Context: an optimization exercise on an open-source flow, tuned for small area, a short achievable clock period and few clock cycles per item. The choices shown serve that exercise and are no tape-out recipe.
Function was checked by simulation only, so behaviour that the tests miss may differ from the original.

## run.sh

```bash
#!/bin/bash
# synth_recipe.tcl (not shown) runs the flow's synth.tcl, then flattens the netlist and writes it again
# the make line also repeats each setting of config.mk as NAME=value (left out here)
make -C /OpenROAD-flow-scripts/flow DESIGN_CONFIG=/design/flow/config.mk WORK_HOME=/design/flow/orfs CLKGATE_MAP_FILE= SYNTH_SCRIPT=/design/flow/synth_recipe.tcl finish
```

## config.mk

```make
export PLATFORM = sky130hd
export DESIGN_NAME = selectable_string_hash
export DESIGN_NICKNAME = selectable_string_hash
export VERILOG_FILES = /design/flow/design.v
export SDC_FILE = /design/flow/constraint.sdc
export NUM_CORES = 4
export LEC_CHECK = 0
export CAP_MARGIN = 20
export CORE_MARGIN = 2
export CORE_UTILIZATION = 40
export SLEW_MARGIN = 20
```

## constraint.sdc

```tcl
create_clock -name core_clock -period 11.0 [get_ports {clk_i}]
set_input_delay 2.2000 -clock core_clock [delete_from_list [all_inputs] [get_ports {clk_i}]]
set_output_delay 2.2000 -clock core_clock [all_outputs]
set_load 0.01 [all_outputs]
```

## design.v

```verilog
`timescale 1ns / 1ps
package ssh_pkg;
  localparam int unsigned HashW = 32;
  localparam int unsigned ByteW = 8;
  localparam int unsigned ModeW = 3;
  localparam int unsigned CfgIdxW = 2;
  localparam logic [HashW-1:0] RsInitA   = 32'd63689;
  localparam logic [HashW-1:0] RsStepB   = 32'd378551;
  localparam logic [HashW-1:0] JsInit    = 32'd1315423911;
  localparam logic [HashW-1:0] ElfHigh   = 32'hF000_0000;
  localparam logic [HashW-1:0] MultReset = 32'd65599;
  localparam logic [HashW-1:0] SeedReset = 32'd0;
  typedef enum logic [ModeW-1:0] {
    MODE_MULADD = 3'd0,
    MODE_RS     = 3'd1,
    MODE_JS     = 3'd2,
    MODE_ELF    = 3'd3,
    MODE_AP     = 3'd4,
    MODE_OAAT   = 3'd5
  } hash_mode_e;
  typedef enum logic [CfgIdxW-1:0] {
    CFG_HASH_MODE   = 2'd0,
    CFG_MULT_FACTOR = 2'd1,
    CFG_SEED_VALUE  = 2'd2,
    CFG_CHAR_SIGNED = 2'd3
  } cfg_index_e;
  typedef struct packed {
    logic [ModeW-1:0] hash_mode;
    logic [HashW-1:0] mult_factor;
    logic [HashW-1:0] seed_value;
    logic             char_signed;
  } cfg_t;
  typedef struct packed {
    logic [ByteW-1:0] data_byte;
    logic             last;
    logic             no_byte;
  } item_t;
  function automatic logic [HashW-1:0] finish_hash(input logic [HashW-1:0] h,
                                                   input logic oaat);
    logic [HashW-1:0] t;
    t = h;
    if (oaat) begin
      t = t + (t << 3);
      t = t ^ (t >> 11);
      t = t + (t << 15);
    end
    finish_hash = t;
  endfunction
endpackage
`timescale 1ns / 1ps
module ssh_cfg_regs (
  input  logic                        clk_i,
  input  logic                        rst_ni,
  input  logic                        cfg_valid_i,
  output logic                        cfg_ready_o,
  input  logic [ssh_pkg::CfgIdxW-1:0] cfg_index_i,
  input  logic [ssh_pkg::HashW-1:0]   cfg_data_i,
  output ssh_pkg::cfg_t               cfg_o
);
  ssh_pkg::cfg_t cfg_q, cfg_d;
  assign cfg_ready_o = 1'b1;
  always_comb begin
    cfg_d = cfg_q;
    if (cfg_valid_i) begin
      case (cfg_index_i)
        ssh_pkg::CFG_HASH_MODE:   cfg_d.hash_mode   = cfg_data_i[ssh_pkg::ModeW-1:0];
        ssh_pkg::CFG_MULT_FACTOR: cfg_d.mult_factor = cfg_data_i;
        ssh_pkg::CFG_SEED_VALUE:  cfg_d.seed_value  = cfg_data_i;
        ssh_pkg::CFG_CHAR_SIGNED: cfg_d.char_signed = cfg_data_i[0];
        default:                  cfg_d = cfg_q;
      endcase
    end
  end
  always_ff @(posedge clk_i or negedge rst_ni) begin
    if (!rst_ni) begin
      cfg_q.hash_mode   <= ssh_pkg::MODE_MULADD;
      cfg_q.mult_factor <= ssh_pkg::MultReset;
      cfg_q.seed_value  <= ssh_pkg::SeedReset;
      cfg_q.char_signed <= 1'b1;
    end else begin
      cfg_q <= cfg_d;
    end
  end
  assign cfg_o = cfg_q;
endmodule
`timescale 1ns / 1ps
module ssh_core (
  input  logic                      clk_i,
  input  logic                      rst_ni,
  input  ssh_pkg::cfg_t             cfg_i,
  input  ssh_pkg::item_t            item_i,
  input  logic                      step_i,
  output logic [ssh_pkg::HashW-1:0] hash_o
);
  logic [ssh_pkg::HashW-1:0] hash_acc_q, hash_acc_d;
  logic [ssh_pkg::HashW-1:0] rs_factor_q, rs_factor_d;
  logic                      odd_q, odd_d;
  logic                      in_string_q, in_string_d;
  logic [ssh_pkg::HashW-1:0] h0, rs0, ch, mul_b, prod, rs_next, mixed, elf_t, elf_x;
  logic                      odd0;
  always_comb begin
    if (in_string_q) begin
      h0   = hash_acc_q;
      rs0  = rs_factor_q;
      odd0 = odd_q;
    end else begin
      rs0  = ssh_pkg::RsInitA;
      odd0 = 1'b0;
      case (cfg_i.hash_mode)
        ssh_pkg::MODE_JS:   h0 = ssh_pkg::JsInit;
        ssh_pkg::MODE_RS,
        ssh_pkg::MODE_ELF,
        ssh_pkg::MODE_AP,
        ssh_pkg::MODE_OAAT: h0 = '0;
        default:            h0 = cfg_i.seed_value;
      endcase
    end
  end
  assign ch = {{(ssh_pkg::HashW-ssh_pkg::ByteW){cfg_i.char_signed & item_i.data_byte[7]}},
               item_i.data_byte};
  assign mul_b   = (cfg_i.hash_mode == ssh_pkg::MODE_RS) ? rs0 : cfg_i.mult_factor;
  assign prod    = h0 * mul_b;
  assign rs_next = rs0 * ssh_pkg::RsStepB;
  assign elf_t = (h0 << 4) + ch;
  assign elf_x = elf_t & ssh_pkg::ElfHigh;
  always_comb begin
    logic [ssh_pkg::HashW-1:0] oa;
    oa = h0 + ch;
    oa = oa + (oa << 10);
    oa = oa ^ (oa >> 6);
    case (cfg_i.hash_mode)
      ssh_pkg::MODE_RS:   mixed = prod + ch;
      ssh_pkg::MODE_JS:   mixed = h0 ^ ((h0 << 5) + ch + (h0 >> 2));
      ssh_pkg::MODE_ELF:  mixed = (elf_t ^ (elf_x >> 24)) & ~elf_x;
      ssh_pkg::MODE_AP:   mixed = odd0 ? (h0 ^ ~((h0 << 11) ^ ch ^ (h0 >> 5)))
                                       : (h0 ^ ((h0 << 7) ^ ch ^ (h0 >> 3)));
      ssh_pkg::MODE_OAAT: mixed = oa;
      default:            mixed = prod + ch;
    endcase
  end
  always_comb begin
    hash_acc_d  = h0;
    rs_factor_d = rs0;
    odd_d       = odd0;
    if (!item_i.no_byte) begin
      hash_acc_d = mixed;
      if (cfg_i.hash_mode == ssh_pkg::MODE_RS) begin
        rs_factor_d = rs_next;
      end
      if (cfg_i.hash_mode == ssh_pkg::MODE_AP) begin
        odd_d = ~odd0;
      end
    end
    in_string_d = ~item_i.last;
  end
  always_ff @(posedge clk_i or negedge rst_ni) begin
    if (!rst_ni) begin
      hash_acc_q  <= '0;
      rs_factor_q <= ssh_pkg::RsInitA;
      odd_q       <= 1'b0;
      in_string_q <= 1'b0;
    end else if (step_i) begin
      hash_acc_q  <= hash_acc_d;
      rs_factor_q <= rs_factor_d;
      odd_q       <= odd_d;
      in_string_q <= in_string_d;
    end
  end
  assign hash_o = hash_acc_d;
endmodule
`timescale 1ns / 1ps
module selectable_string_hash (
  input  logic                        clk_i,
  input  logic                        rst_ni,
  input  logic                        cfg_valid_i,
  output logic                        cfg_ready_o,
  input  logic [ssh_pkg::CfgIdxW-1:0] cfg_index_i,
  input  logic [ssh_pkg::HashW-1:0]   cfg_data_i,
  input  logic                        in_valid_i,
  output logic                        in_stall_o,
  input  logic [ssh_pkg::ByteW-1:0]   data_byte_i,
  input  logic                        last_i,
  input  logic                        no_byte_i,
  output logic                        out_valid_o,
  input  logic                        out_stall_i,
  output logic [ssh_pkg::HashW-1:0]   hash_value_o
);
  ssh_pkg::cfg_t             cfg;
  ssh_pkg::item_t            item_q;
  logic                      item_valid_q, item_valid_d;
  logic [ssh_pkg::HashW-1:0] mixed_hash;
  logic [ssh_pkg::HashW-1:0] out_hash_q;
  logic                      out_oaat_q;
  logic                      out_valid_q, out_valid_d;
  logic                      in_accept, out_free, step, out_load;
  ssh_cfg_regs u_cfg (
    .clk_i       (clk_i),
    .rst_ni      (rst_ni),
    .cfg_valid_i (cfg_valid_i),
    .cfg_ready_o (cfg_ready_o),
    .cfg_index_i (cfg_index_i),
    .cfg_data_i  (cfg_data_i),
    .cfg_o       (cfg)
  );
  assign out_free = ~out_valid_q | ~out_stall_i;
  assign step     = item_valid_q & (~item_q.last | out_free);
  assign out_load = step & item_q.last;
  assign in_stall_o = item_valid_q & ~step;
  assign in_accept  = in_valid_i & ~in_stall_o;
  ssh_core u_core (
    .clk_i  (clk_i),
    .rst_ni (rst_ni),
    .cfg_i  (cfg),
    .item_i (item_q),
    .step_i (step),
    .hash_o (mixed_hash)
  );
  always_comb begin
    item_valid_d = item_valid_q;
    if (in_accept) begin
      item_valid_d = 1'b1;
    end else if (step) begin
      item_valid_d = 1'b0;
    end
  end
  always_comb begin
    out_valid_d = out_valid_q;
    if (out_load) begin
      out_valid_d = 1'b1;
    end else if (~out_stall_i) begin
      out_valid_d = 1'b0;
    end
  end
  always_ff @(posedge clk_i or negedge rst_ni) begin
    if (!rst_ni) begin
      item_valid_q <= 1'b0;
      out_valid_q  <= 1'b0;
    end else begin
      item_valid_q <= item_valid_d;
      out_valid_q  <= out_valid_d;
    end
  end
  always_ff @(posedge clk_i) begin
    if (in_accept) begin
      item_q.data_byte <= data_byte_i;
      item_q.last      <= last_i;
      item_q.no_byte   <= no_byte_i;
    end
    if (out_load) begin
      out_hash_q <= mixed_hash;
      out_oaat_q <= (cfg.hash_mode == ssh_pkg::MODE_OAAT);
    end
  end
  assign out_valid_o  = out_valid_q;
  assign hash_value_o = ssh_pkg::finish_hash(out_hash_q, out_oaat_q);
endmodule
```

==> out/qor.yml <==
status:
  status: "finished clean"
critical_path:
  worstPathRequired_ps: 11380
  arrival_ps: 10350
  worst-path-buf-inv: 8
  end_kind: "flip-flop"
  startpoint_type: "flip-flop"
  critPathMaxStageDelay_ps: 830
  cp_max_fo: 31
  critPathSlowestCell: "dfrtp_2"
  path_class: "flip-flop to flip-flop"
  cp_top_family: "adder cells"
  path_common_cell: "fa_1"
sta:
  period_share: 0.9064
  slew_headroom: 0.1269
  rsz0062_at_grt: "no"
  finalSetupTns_ps: 0
  worst_pin_slew_ps: 1310
  setup_viol: 0
  fin_crit_ps: 9970
  hold_violations: 0
  slew_viol_final: 0
  fmax_mhz: 100.3
  skew_ps: 29.74
yosys:
  ys_async_sr_fraction: 0.7598
  yosys-top-cells-area: "fa_1 (31%), ha_1 (12%), inv_1 (7.5%)"
  synth_warnings: 3
  syn-num-nets: 5917
  synth_compound_area_frac: 0.1236
  synth_simple_gate_area_frac: 0.1236
  synth_top_family_by_area: "adder cells"
  netlist.area_leader.share: 0.3139
  syn_inst: 4798
  ys_ff_latch: 179
  netlist_area_mm2: 0.04260
  synthMostInstantiatedCell: "inv_1"
  synth_flop_cell: "dfrtp_1"
  ys_types: 101
  synthAdderAreaFrac: 0.4320
  yosysTopAreaCell: "fa_1"
  ys_seq_area_frac: 0.1107
  avgSynthCellArea_um2: 8.879
  synth_edf_count: 43
  synth_mux_area_frac: 0.03806
  synth_common_cells: "inv_1 (849), fa_1 (668), nor2_1 (492)"
  synthXorXnorAreaFrac: 0.07742
routing:
  firstDrtPassIters: 5
  drtIter0Drc: 3481
  finalWirelength_um: 153200
  remaining_drc_errors: 0
  routed_via_density: 5.594
  ant_nets: 0
  vias: 34932
  wire_per_inst_um: 24.53
cts:
  clockRootBuffer: "clkbuf_16"
  cts_resized: 0
  postCtsSetupRepairBufs: 0
  cts_inserted_buffers: 17
  cts_max_level: 4
  cts.sinks: 179
  clockBufferDepth: 2
  cts_tree: "yes"
  clk_pin_slew_ps: 100
  clock_latency_ps: 480
  hold_buffers: 0
die:
  die_h_um: 330.3
  die-area_mm2: 0.1091
  rows: 119
  design.portCount: 84
  coreArea_mm2: 0.1054
  start_util: 0.4041
  die_x_um: 330.3
grt:
  grt_use_met1: 0.3929
  grt_util_all_layers: 0.2871
  grt_pass1_wl_um: 231700
  grt_max_degree: 75
  grt_pass1_vias: 35551
  overflow: 0
  grt.busiest_layer: "met2"
  grt_util_met2: 0.4596
  grtUsageMet3: 0.04312
  antenna_found_initial: 7
finish:
  nets: 5953
  synthToLayoutAreaGrowth_pct: 7.948
  seq_area_mm2: 0.004717
  layout.cells.non_filler: 6244
  drive_above_1_share: 0.08005
  multi_input_area_mm2: 0.03397
  fillCellCount: 10396
  fin_area_mm2: 0.04599
placed_design:
  dp_hpwl_um: 126700
  gp_congestion: 1.004
  dp.cells: 6206
  io_buffers: 82
  dpl_cell_area_mm2: 0.04537
job:
  maxCapViolations: 0
min_path:
  holdCritPathClass: "flip-flop to flip-flop"
==> sequential cells by signal, indices dropped and copies added (netlist names) <==
signal / flops
item_q: 10
u_core.in_string_q: 1
item_valid_q: 1
u_core.hash_acc_q: 32
u_core.rs_factor_q: 32
out_oaat_q: 1
u_core.odd_q: 1
out_valid_q: 1
out_hash_q: 32
u_cfg.cfg_q: 68
==> path summary, 6_finish.rpt <==
path	from	to	slack, ps	depth (start not counted)
min reg2reg	u_core.rs_factor_q[27]$_DFFE_PN0P_	u_core.rs_factor_q[27]$_DFFE_PN0P_	480	2
min	u_core.rs_factor_q[27]$_DFFE_PN0P_	u_core.rs_factor_q[27]$_DFFE_PN0P_	480	2
max	u_core.in_string_q$_DFFE_PN0P_	u_core.hash_acc_q[31]$_DFFE_PN0P_	1030	31
max reg2reg	u_core.in_string_q$_DFFE_PN0P_	u_core.hash_acc_q[31]$_DFFE_PN0P_	1030	31
max in group asynchronous	rst_ni	u_cfg.cfg_q[62]$_DFFE_PN0P_	7790	2
min in group asynchronous	rst_ni	u_core.rs_factor_q[16]$_DFFE_PN0P_	1740	1
==> metal layers <==
metal / vias up / part of all wire
li1: 15520 / -
met1: 17620 / 0.42
met2: 1495 / 0.46
met3: 293 / 0.075
met4: 4 / 0.046
met5: - / 0.00018
==> cells by family (layout without fill, tap and decap cells) <==
kind of cell / Yosys count / after routing
simple gates: 1188 / 1188
fa+ha+maj: 1070 / 1070
buf+inv: 1048 / 1097
compound gates: 799 / 799
xor+xnor: 367 / 367
flops: 179 / 179
mux: 146 / 146
other cells: 1 / 7
==> cell usage in the layout, fill, tap and decap left out, types with 38 or more instances in the layout <==
master,synthesis,routed
a21o_1,73,73
nor2_1,492,491
clkdlybuf4s50_1,0,81
a21oi_1,213,212
edfxtp_1,43,43
a211oi_1,39,38
fa_1,668,668
xnor2_1,247,247
nor3_1,42,42
and2_1,46,46
inv_1,849,848
ha_1,402,402
nand2_1,371,371
dfrtp_1,119,118
xor2_1,113,113
buf_4,6,118
mux2_2,121,121
o21ai_0,162,160
nand2b_1,48,48
==> metrics by stage <==
stage               hold slack (ps)  utilization  setup slack, ps
CTS                           486.8       0.4360             1048
global placement              464.2       0.4302             1236
detailed placement            467.6       0.4304             1087
finish                        483.2       0.4362             1030
floorplan                     439.8            -             1357
global route                  516.7       0.4361            576.6
==> area by class of cell <==
type | count | share of cell area
diodes | 6 | 0.0003265
clock buffers | 18 | 0.009332
clock inverters | 14 | 0.003591
inverters | 865 | 0.07060
multi-input cells | 3571 | 0.7386
flip-flops and latches | 179 | 0.1026
well taps | 1391 | 0.03785
repair buffers | 200 | 0.03714
==> tightest hold or removal path, stage by stage (launching register included) <==
cell and delay, ps:
dfrtp_1 340, nand2_1 50, o21ai_0 60
Testbench counts, summed over its fixed seeds: cycles 13,854, bytes 13,438.

==> static timing again, ports no longer ideal <==
Ports are ideal in the flow. The routed layout listed here was re-timed in OpenROAD. Step 1, drivers: a clkbuf_16 drives clk_i and a buf_2 each remaining input, both assumed. Step 2 moves the port delays by t, midway between the first and last clock arrival at a register: inputs arrive t later, outputs are due t later. That takes back most of the time a late clock gives input paths. a / b / c = ideal ports / drivers / drivers and shift; a / b = the first two.
t (ns): 0.522
slack for setup (ns): 1.030 / 1.030 / 1.030
clock arrival spread, ns: 0.030 / 0.030
slew at the worst register clock pin (ns): 0.10 / 0.10
After both steps this run still meets setup and hold. For this run, drivers alone change the setup slack by 0.000 ns; drivers and shift together by 0.000 ns.
